Background: an optimization exercise with open tools, aiming at small area. Do not read the settings as production practice.
The RTL was checked by simulation tests, not by an equivalence proof against the original design.
Power is estimated from default activity; no workload was simulated.

==> flow/constraint.sdc <==
create_clock -name core_clock -period 10.0 [get_ports {clk}]
set_input_delay 2.0000 -clock core_clock [delete_from_list [all_inputs] [get_ports {clk}]]
set_output_delay 2.0000 -clock core_clock [all_outputs]
set_load 0.01 [all_outputs]
==> flow/run.sh <==
#!/bin/bash
# synth_recipe.tcl (not shown) runs the flow's synth.tcl, then flattens the netlist and writes it again
# the make line also repeats each setting of config.mk as NAME=value (left out here)
make -C /OpenROAD-flow-scripts/flow DESIGN_CONFIG=/design/flow/config.mk WORK_HOME=/design/flow/orfs CLKGATE_MAP_FILE= SYNTH_SCRIPT=/design/flow/synth_recipe.tcl finish
==> flow/design.v <==
package rv_pkg;
	typedef enum logic [6:0] {
		OPC_REG    = 7'b0110011,
		OPC_IMM    = 7'b0010011,
		OPC_LUI    = 7'b0110111,
		OPC_LOAD   = 7'b0000011,
		OPC_STORE  = 7'b0100011,
		OPC_BRANCH = 7'b1100011,
		OPC_JAL    = 7'b1101111,
		OPC_JALR   = 7'b1100111,
		OPC_AUIPC  = 7'b0010111
	} opcode_e;
	typedef enum logic [1:0] {
		ALU_NONE = 2'd0,
		ALU_REG  = 2'd1,
		ALU_IMM  = 2'd2,
		ALU_LUI  = 2'd3
	} alu_op_e;
	typedef struct packed {
		logic                   valid;
		alu_op_e                op;
		logic [2:0]             funct3;
		logic                   alt;
		logic [5-1:0]  rs1;
		logic [5-1:0]  rs2;
		logic [5-1:0]  rd;
		logic [32-1:0]    imm;
	} decoded_t;
	typedef struct packed {
		logic                   valid;
		logic [5-1:0]  rd;
		logic [32-1:0]    data;
	} wb_t;
endpackage
module fetch_unit (
	input  logic                clk,
	input  logic                reset,
	output logic [32-1:0] o_pc_addr,
	output logic                o_pc_rd,
	input  logic [32-1:0] i_pc_rddata,
	output logic [32-1:0] o_instr,
	output logic                o_instr_valid
);
	logic fetch_pending;
	always_ff @(posedge clk) begin
		if (reset) begin
			o_pc_rd   <= 1'b0;
			o_pc_addr <= 32'h0000_0000;
		end else begin
			o_pc_rd <= 1'b1;
			if (o_pc_rd) begin
				o_pc_addr <= o_pc_addr + 4;
			end
		end
	end
	always_ff @(posedge clk) begin
		if (reset) begin
			fetch_pending <= 1'b0;
			o_instr_valid <= 1'b0;
		end else begin
			fetch_pending <= o_pc_rd;
			o_instr_valid <= fetch_pending;
		end
	end
	always_ff @(posedge clk) begin
		if (fetch_pending) begin
			o_instr <= i_pc_rddata;
		end
	end
endmodule
module instr_decoder (
	input  logic                clk,
	input  logic                reset,
	input  logic [32-1:0] i_instr,
	input  logic                i_instr_valid,
	output rv_pkg::decoded_t    o_dec
);
	rv_pkg::opcode_e  opcode;
	rv_pkg::alu_op_e  alu_op;
	rv_pkg::decoded_t dec_next;
	assign opcode = rv_pkg::opcode_e'(i_instr[6:0]);
	always_comb begin
		case (opcode)
			rv_pkg::OPC_REG: alu_op = rv_pkg::ALU_REG;
			rv_pkg::OPC_IMM: alu_op = rv_pkg::ALU_IMM;
			rv_pkg::OPC_LUI: alu_op = rv_pkg::ALU_LUI;
			rv_pkg::OPC_LOAD,
			rv_pkg::OPC_STORE,
			rv_pkg::OPC_BRANCH,
			rv_pkg::OPC_JAL,
			rv_pkg::OPC_JALR,
			rv_pkg::OPC_AUIPC: alu_op = rv_pkg::ALU_NONE;
			default: alu_op = rv_pkg::ALU_NONE;
		endcase
		if (!i_instr_valid) begin
			alu_op = rv_pkg::ALU_NONE;
		end
	end
	always_comb begin
		dec_next.op     = alu_op;
		dec_next.valid  = (alu_op != rv_pkg::ALU_NONE);
		dec_next.funct3 = i_instr[14:12];
		dec_next.alt    = i_instr[30];
		dec_next.rs1    = i_instr[19:15];
		dec_next.rs2    = i_instr[24:20];
		dec_next.rd     = i_instr[11:7];
		if (alu_op == rv_pkg::ALU_LUI) begin
			dec_next.imm = {i_instr[31:12], 12'b0};
		end else begin
			dec_next.imm = {{(32-12){i_instr[31]}}, i_instr[31:20]};
		end
	end
	always_ff @(posedge clk) begin
		o_dec <= dec_next;
		if (reset) begin
			o_dec.valid <= 1'b0;
		end
	end
endmodule
module execute_stage (
	input  logic                  clk,
	input  logic                  reset,
	input  rv_pkg::decoded_t      i_dec,
	output logic [5-1:0] o_rs1_addr,
	output logic [5-1:0] o_rs2_addr,
	input  logic [32-1:0]   i_rs1_data,
	input  logic [32-1:0]   i_rs2_data,
	output rv_pkg::wb_t           o_wb
);
	logic                fwd_rs1;
	logic                fwd_rs2;
	logic [32-1:0] rs1_val;
	logic [32-1:0] rs2_val;
	logic [32-1:0] op_b;
	logic [4:0]          shamt;
	logic                lt_signed;
	logic                lt_unsigned;
	logic                is_sub;
	logic [32-1:0] result;
	assign o_rs1_addr = i_dec.rs1;
	assign o_rs2_addr = i_dec.rs2;
	assign fwd_rs1 = o_wb.valid && (o_wb.rd != '0) && (o_wb.rd == i_dec.rs1);
	assign fwd_rs2 = o_wb.valid && (o_wb.rd != '0) && (o_wb.rd == i_dec.rs2);
	assign rs1_val = fwd_rs1 ? o_wb.data : i_rs1_data;
	assign rs2_val = fwd_rs2 ? o_wb.data : i_rs2_data;
	assign op_b  = (i_dec.op == rv_pkg::ALU_REG) ? rs2_val : i_dec.imm;
	assign shamt = op_b[4:0];
	assign lt_signed   = $signed(rs1_val) < $signed(op_b);
	assign lt_unsigned = rs1_val < op_b;
	assign is_sub = (i_dec.op == rv_pkg::ALU_REG) && i_dec.alt;
	always_comb begin
		case (i_dec.funct3)
			3'b000: result = is_sub ? (rs1_val - op_b) : (rs1_val + op_b);
			3'b001: result = rs1_val << shamt;
			3'b010: result = {{(32-1){1'b0}}, lt_signed};
			3'b011: result = {{(32-1){1'b0}}, lt_unsigned};
			3'b100: result = rs1_val ^ op_b;
			3'b101: begin
				if (i_dec.alt) begin
					result = $signed(rs1_val) >>> shamt;
				end else begin
					result = rs1_val >> shamt;
				end
			end
			3'b110: result = rs1_val | op_b;
			default: result = rs1_val & op_b;
		endcase
		if (i_dec.op == rv_pkg::ALU_LUI) begin
			result = i_dec.imm;
		end
	end
	always_ff @(posedge clk) begin
		o_wb.rd   <= i_dec.rd;
		o_wb.data <= result;
		if (reset) begin
			o_wb.valid <= 1'b0;
		end else begin
			o_wb.valid <= i_dec.valid && (i_dec.rd != '0);
		end
	end
endmodule
module reg_file (
	input  logic                  clk,
	input  logic                  reset,
	input  rv_pkg::wb_t           i_wb,
	input  logic [5-1:0] i_rs1_addr,
	input  logic [5-1:0] i_rs2_addr,
	output logic [32-1:0]   o_rs1_data,
	output logic [32-1:0]   o_rs2_data,
	input  logic [5-1:0] i_dbg_addr,
	output logic [32-1:0]   o_dbg_data
);
	logic [32-1:0] regs [0:32-1];
	function automatic logic [32-1:0] read_reg(input logic [5-1:0] addr);
		if (addr == '0) begin
			read_reg = '0;
		end else begin
			read_reg = regs[addr];
		end
	endfunction
	always_ff @(posedge clk) begin
		if (reset) begin
			for (int i = 0; i < 32; i++) begin
				regs[i] <= '0;
			end
		end else if (i_wb.valid && (i_wb.rd != '0)) begin
			regs[i_wb.rd] <= i_wb.data;
		end
	end
	assign o_rs1_data = read_reg(i_rs1_addr);
	assign o_rs2_data = read_reg(i_rs2_addr);
	assign o_dbg_data = read_reg(i_dbg_addr);
endmodule
module rv_core_top (
	input  logic                  clk,
	input  logic                  reset,
	output logic [32-1:0]   o_pc_addr,
	output logic                  o_pc_rd,
	input  logic [32-1:0]   i_pc_rddata,
	input  logic [5-1:0] i_dbg_addr,
	output logic [32-1:0]   o_dbg_data
);
	logic [32-1:0]   instr;
	logic                  instr_valid;
	rv_pkg::decoded_t      dec;
	logic [5-1:0] rs1_addr;
	logic [5-1:0] rs2_addr;
	logic [32-1:0]   rs1_data;
	logic [32-1:0]   rs2_data;
	rv_pkg::wb_t           wb;
	fetch_unit i_fetch_unit (
		.clk           (clk),
		.reset         (reset),
		.o_pc_addr     (o_pc_addr),
		.o_pc_rd       (o_pc_rd),
		.i_pc_rddata   (i_pc_rddata),
		.o_instr       (instr),
		.o_instr_valid (instr_valid)
	);
	instr_decoder i_instr_decoder (
		.clk           (clk),
		.reset         (reset),
		.i_instr       (instr),
		.i_instr_valid (instr_valid),
		.o_dec         (dec)
	);
	execute_stage i_execute_stage (
		.clk        (clk),
		.reset      (reset),
		.i_dec      (dec),
		.o_rs1_addr (rs1_addr),
		.o_rs2_addr (rs2_addr),
		.i_rs1_data (rs1_data),
		.i_rs2_data (rs2_data),
		.o_wb       (wb)
	);
	reg_file i_reg_file (
		.clk        (clk),
		.reset      (reset),
		.i_wb       (wb),
		.i_rs1_addr (rs1_addr),
		.i_rs2_addr (rs2_addr),
		.o_rs1_data (rs1_data),
		.o_rs2_data (rs2_data),
		.i_dbg_addr (i_dbg_addr),
		.o_dbg_data (o_dbg_data)
	);
endmodule
==> flow/config.mk <==
export PLATFORM = sky130hd
export DESIGN_NAME = rv_core_top
export DESIGN_NICKNAME = rv_core_top
export VERILOG_FILES = /design/flow/design.v
export SDC_FILE = /design/flow/constraint.sdc
export NUM_CORES = 4
export LEC_CHECK = 0
export CAP_MARGIN = 20
export CORE_MARGIN = 2
export CORE_UTILIZATION = 40
export SLEW_MARGIN = 20
==> results.toml <==
[layout]
nets = 6461
area_growth_pct = 11.37
drive_gt1_share_pct = 21.70
fin_area_um2 = 86820

[global_route]
grt_pass1_wl_um = 490800
antenna_found_initial = 48
grt_use_total_pct = 35.50
overflow = 0
first_global_vias = 60230
grt_max_degree = 84

[worst_setup_path]
critPathLaunchType = "register"
path_class = "register to register"
slowest_stage = "a32oi_1"
cp_data_required_time_ns = 10.76
worstReg2RegStart = "i_instr_decoder.o_dec[37]"
crit_chain = "buf_12, buf_12, mux2_2, o21ai_0, a21oi_1, a22oi_1, nand3_1, a32oi_1, o21ai_0, ha_1, and3_1, a221oi_1, o22ai_1, a211oi_1, o21ai_0, a221o_1, a2111oi_0, a211oi_1, xor2_1, nand2_1, a31oi_1"
cp_top_family = "compound AO/OA/AOI/OAI gates"
worstSetupEndpointType = "register"
crit_top_cell = "o21ai_0"
cp_max_fo = 54
reg2reg_to = "i_execute_stage.o_wb[30]"
rrSetupSlack_ns = 2.07
arrival_ns = 8.70
path_buf_inv = 2
rr_worst_depth = 21
cpPeakStageDelay_ns = 0.96

[synthesis]
yosysWarnings = 4
synth_edf_count = 1056
yosysSeqAreaShare_pct = 43.89
synth_area_um2 = 77950
synth_top_cells_by_count = "edfxtp_1, and2_1, mux4_2, clkbuf_1, mux2i_1"
synth_area_leaders = "edfxtp_1, mux4_2, and2_1"
async_flop_share_pct = 0
synth_top_cell_area_share_pct = 40.68
syn_inst = 6441
synth_ff_type = "edfxtp_1"
yosysTopAreaCell = "edfxtp_1"
ys_ff_latch = 1181
synth_most_common_cell = "edfxtp_1"
synth.avg_cell_area_um2 = 12.10
synth.distinct_cells = 116

[drt]
firstDrtPassIters = 6
remaining_drc_errors = 0
viasPerCell = 6.992
ant_nets = 0
wl_per_cell_um = 39.78
drtIter0Drc = 10500
routed_wl_um = 358400
via_count = 63000

[sta]
fin_setup_tns_ns = 0
hold_viol = 0
grt_setup_unrepaired = "no"
relSlewSlack_pct = 21.09
setup_violations = 0
fmax_mhz = 126.0
hold_ws_ns = 0.3411
min_period_ns = 7.934
tightestPinTransition_ns = 1.182
finalMaxSlewViolations = 0
finClkSkew_ns = 0.04561
timing.final.crit_share_pct = 79.34

[clock_tree]
cts_buffers = 135
cts_buffer_depth = 3
ctsResizeCount = 0
cts_tree = "yes"
h-tree-depth = 4
cts.sinks = 1181
cts_setup_buffers = 0
path_clk_slew_ns = 0.06
insertion_delay_ns = 0.84
cts-root-buf = "clkbuf_16"
cts-hold-fix-buffers = 0

[power_and_ir_drop]
switching_share_pct = 30.11
p_leak_nw = 31.45
ir_drop_mv = 0.2017
p_comb_share_pct = 17.5
clkPwrFrac_pct = 38.5
power_mw = 13.11
power_density_nw_per_um2 = 151.0
seq_power_share_pct = 44.0
power_switching_mw = 3.946
p_int_mw = 9.160

[hold_path]
hold_depth = 0
holdPathEnd = "i_instr_decoder.o_dec[36]"
hold_path_class = "register to register"
hold_start = "i_fetch_unit.o_instr[11]"

[run_status]
status = "no timing/DRC/antenna violations"

[placement]
placed_area_um2 = 82340
routabilityCongestion = 1.032
hpwl_um = 222300
numPortBuffers = 101

[floorplanning]
core_area_um2 = 194400
dieArea_um2 = 198400
die_w_um = 445.4
boundaryPins = 104
rows = 162
dieHeight_um = 445.4
start_util_pct = 40.10

[run]
drv_cap = 0
-- sequential cells by signal (all words and copies together) (netlist names) --
signal and count:
i_fetch_unit.o_pc_rd 1, i_fetch_unit.o_pc_addr 30, i_reg_file.regs 1024, i_instr_decoder.o_dec 54, i_execute_stage.o_wb 38, i_fetch_unit.fetch_pending 1, i_fetch_unit.o_instr_valid 1, i_fetch_unit.o_instr 32
-- through the flow --
step / cells / setup slack [ns] / util [%]
2_1_floorplan: 6474 / 3.222 / -
3_3_place_gp: 8722 / 2.438 / 42.34
3_5_place_dp: 8724 / 2.501 / 42.36
4_1_cts: 8971 / 2.495 / 44.61
5_1_grt: 8975 / 1.949 / 44.62
6_report: 9010 / 2.066 / 44.66
-- logic make-up (layout without fill, tap and decap cells) --
kind of cell / count (synthesis) / in the layout / synth area share (%)
xor+xnor: 55 / 55 / 0.6276
other cells: 1 / 73 / 0.004811
fa+ha+maj: 103 / 103 / 1.673
buf+inv: 780 / 735 / 4.287
flops: 1181 / 1181 / 43.89
simple gates: 1940 / 1940 / 13.86
mux: 1132 / 1132 / 24.45
compound gates: 1249 / 1249 / 11.21
-- worst max-delay path by stage --
stage,depth (start not counted),to,from,slack (ns)
finish,21,i_execute_stage.o_wb[30],i_instr_decoder.o_dec[37],2.07
global route,21,i_execute_stage.o_wb[30],i_instr_decoder.o_dec[37],1.95
CTS,7,o_dbg_data[14],i_dbg_addr[0],2.50
detailed placement,9,o_dbg_data[25],i_dbg_addr[3],2.50
global placement,8,o_dbg_data[1],i_dbg_addr[1],2.44
floorplan,11,o_dbg_data[23],i_dbg_addr[0],3.22
-- layout by cell type, fill, tap and decap left out, types with 29 or more instances in the layout --
| master | instances |
|---|---|
| clkbuf_16 | 137 |
| a221oi_1 | 91 |
| nor2_4 | 35 |
| a21o_1 | 36 |
| nor2b_1 | 42 |
| mux2i_1 | 386 |
| conb_1 | 34 |
| o221ai_1 | 81 |
| and2_1 | 1011 |
| a22oi_1 | 110 |
| a211oi_1 | 64 |
| ha_1 | 101 |
| o211ai_1 | 42 |
| a31oi_1 | 30 |
| inv_1 | 105 |
| o21ai_0 | 235 |
| dfxtp_1 | 106 |
| nand3_1 | 123 |
| nor3_1 | 75 |
| clkdlybuf4s50_1 | 95 |
| xor2_1 | 30 |
| o22ai_1 | 68 |
| mux2_2 | 143 |
| clkbuf_1 | 30 |
| buf_4 | 258 |
| diode_2 | 39 |
| a32oi_1 | 29 |
| a21oi_1 | 220 |
| nand2_1 | 242 |
| o21ai_4 | 31 |
| nor2_1 | 218 |
| mux4_2 | 595 |
| or3_1 | 33 |
| edfxtp_1 | 1056 |
-- routing by layer --
metal  routed length [µm]  vias to the layer above  GRT usage, %
met3                49840                     1278         12.12
met5                  238                        -        0.3175
met1               128100                    31650         45.23
met2               151200                     5356         50.89
li1                     -                    24690             -
met4                28970                       24         24.04
-- layout make-up --
class	count	area, µm²
antenna	39	97.59
sequential	1181	34250
tap	2542	3181
timing repair buffer	369	3198
multi-input combinational	4513	41270
fill	17470	107600
clock inverter	75	758.2
clock buffer	172	3610
inverter	119	449.2
-- power groups by stage --
| stage | Combinational, mW | Clock [mW] | Sequential [mW] |
|---|---|---|---|
| 2_1_floorplan | 1.32 | 0 | 5.75 |
| 3_3_place_gp | 2.19 | 0 | 5.85 |
| 4_1_cts | 2.20 | 5.07 | 5.76 |
| 6_report | 2.29 | 5.05 | 5.77 |
| 3_5_place_dp | 2.19 | 0 | 5.86 |
| 5_1_grt | 2.33 | 5.24 | 5.78 |

separate check: timing with driven ports:
How much do the figures lean on ideal ports? The routed layout below was timed once more, with nothing changed but the port constraints.
Step 1: set_driving_cell puts a clkbuf_16 on clk and a buf_2 on each other input, an assumption about the parent block.
Step 2, shift: input delay + t, output delay - t, t = (earliest + latest rising clock arrival at the registers) / 2. This alone moves slack from input paths to output paths.
Slacks: no drivers / after step 1 / after step 2; pairs: no drivers / after step 1.
t (ns): 0.907
setup WS [ns]: 2.066 / 2.066 / 2.066
worst data-port slew with drivers (ns): 0.22
After both steps setup and hold are still met in this run. For this run, drivers alone change the setup slack by 0.000 ns; drivers and shift together by 0.000 ns.
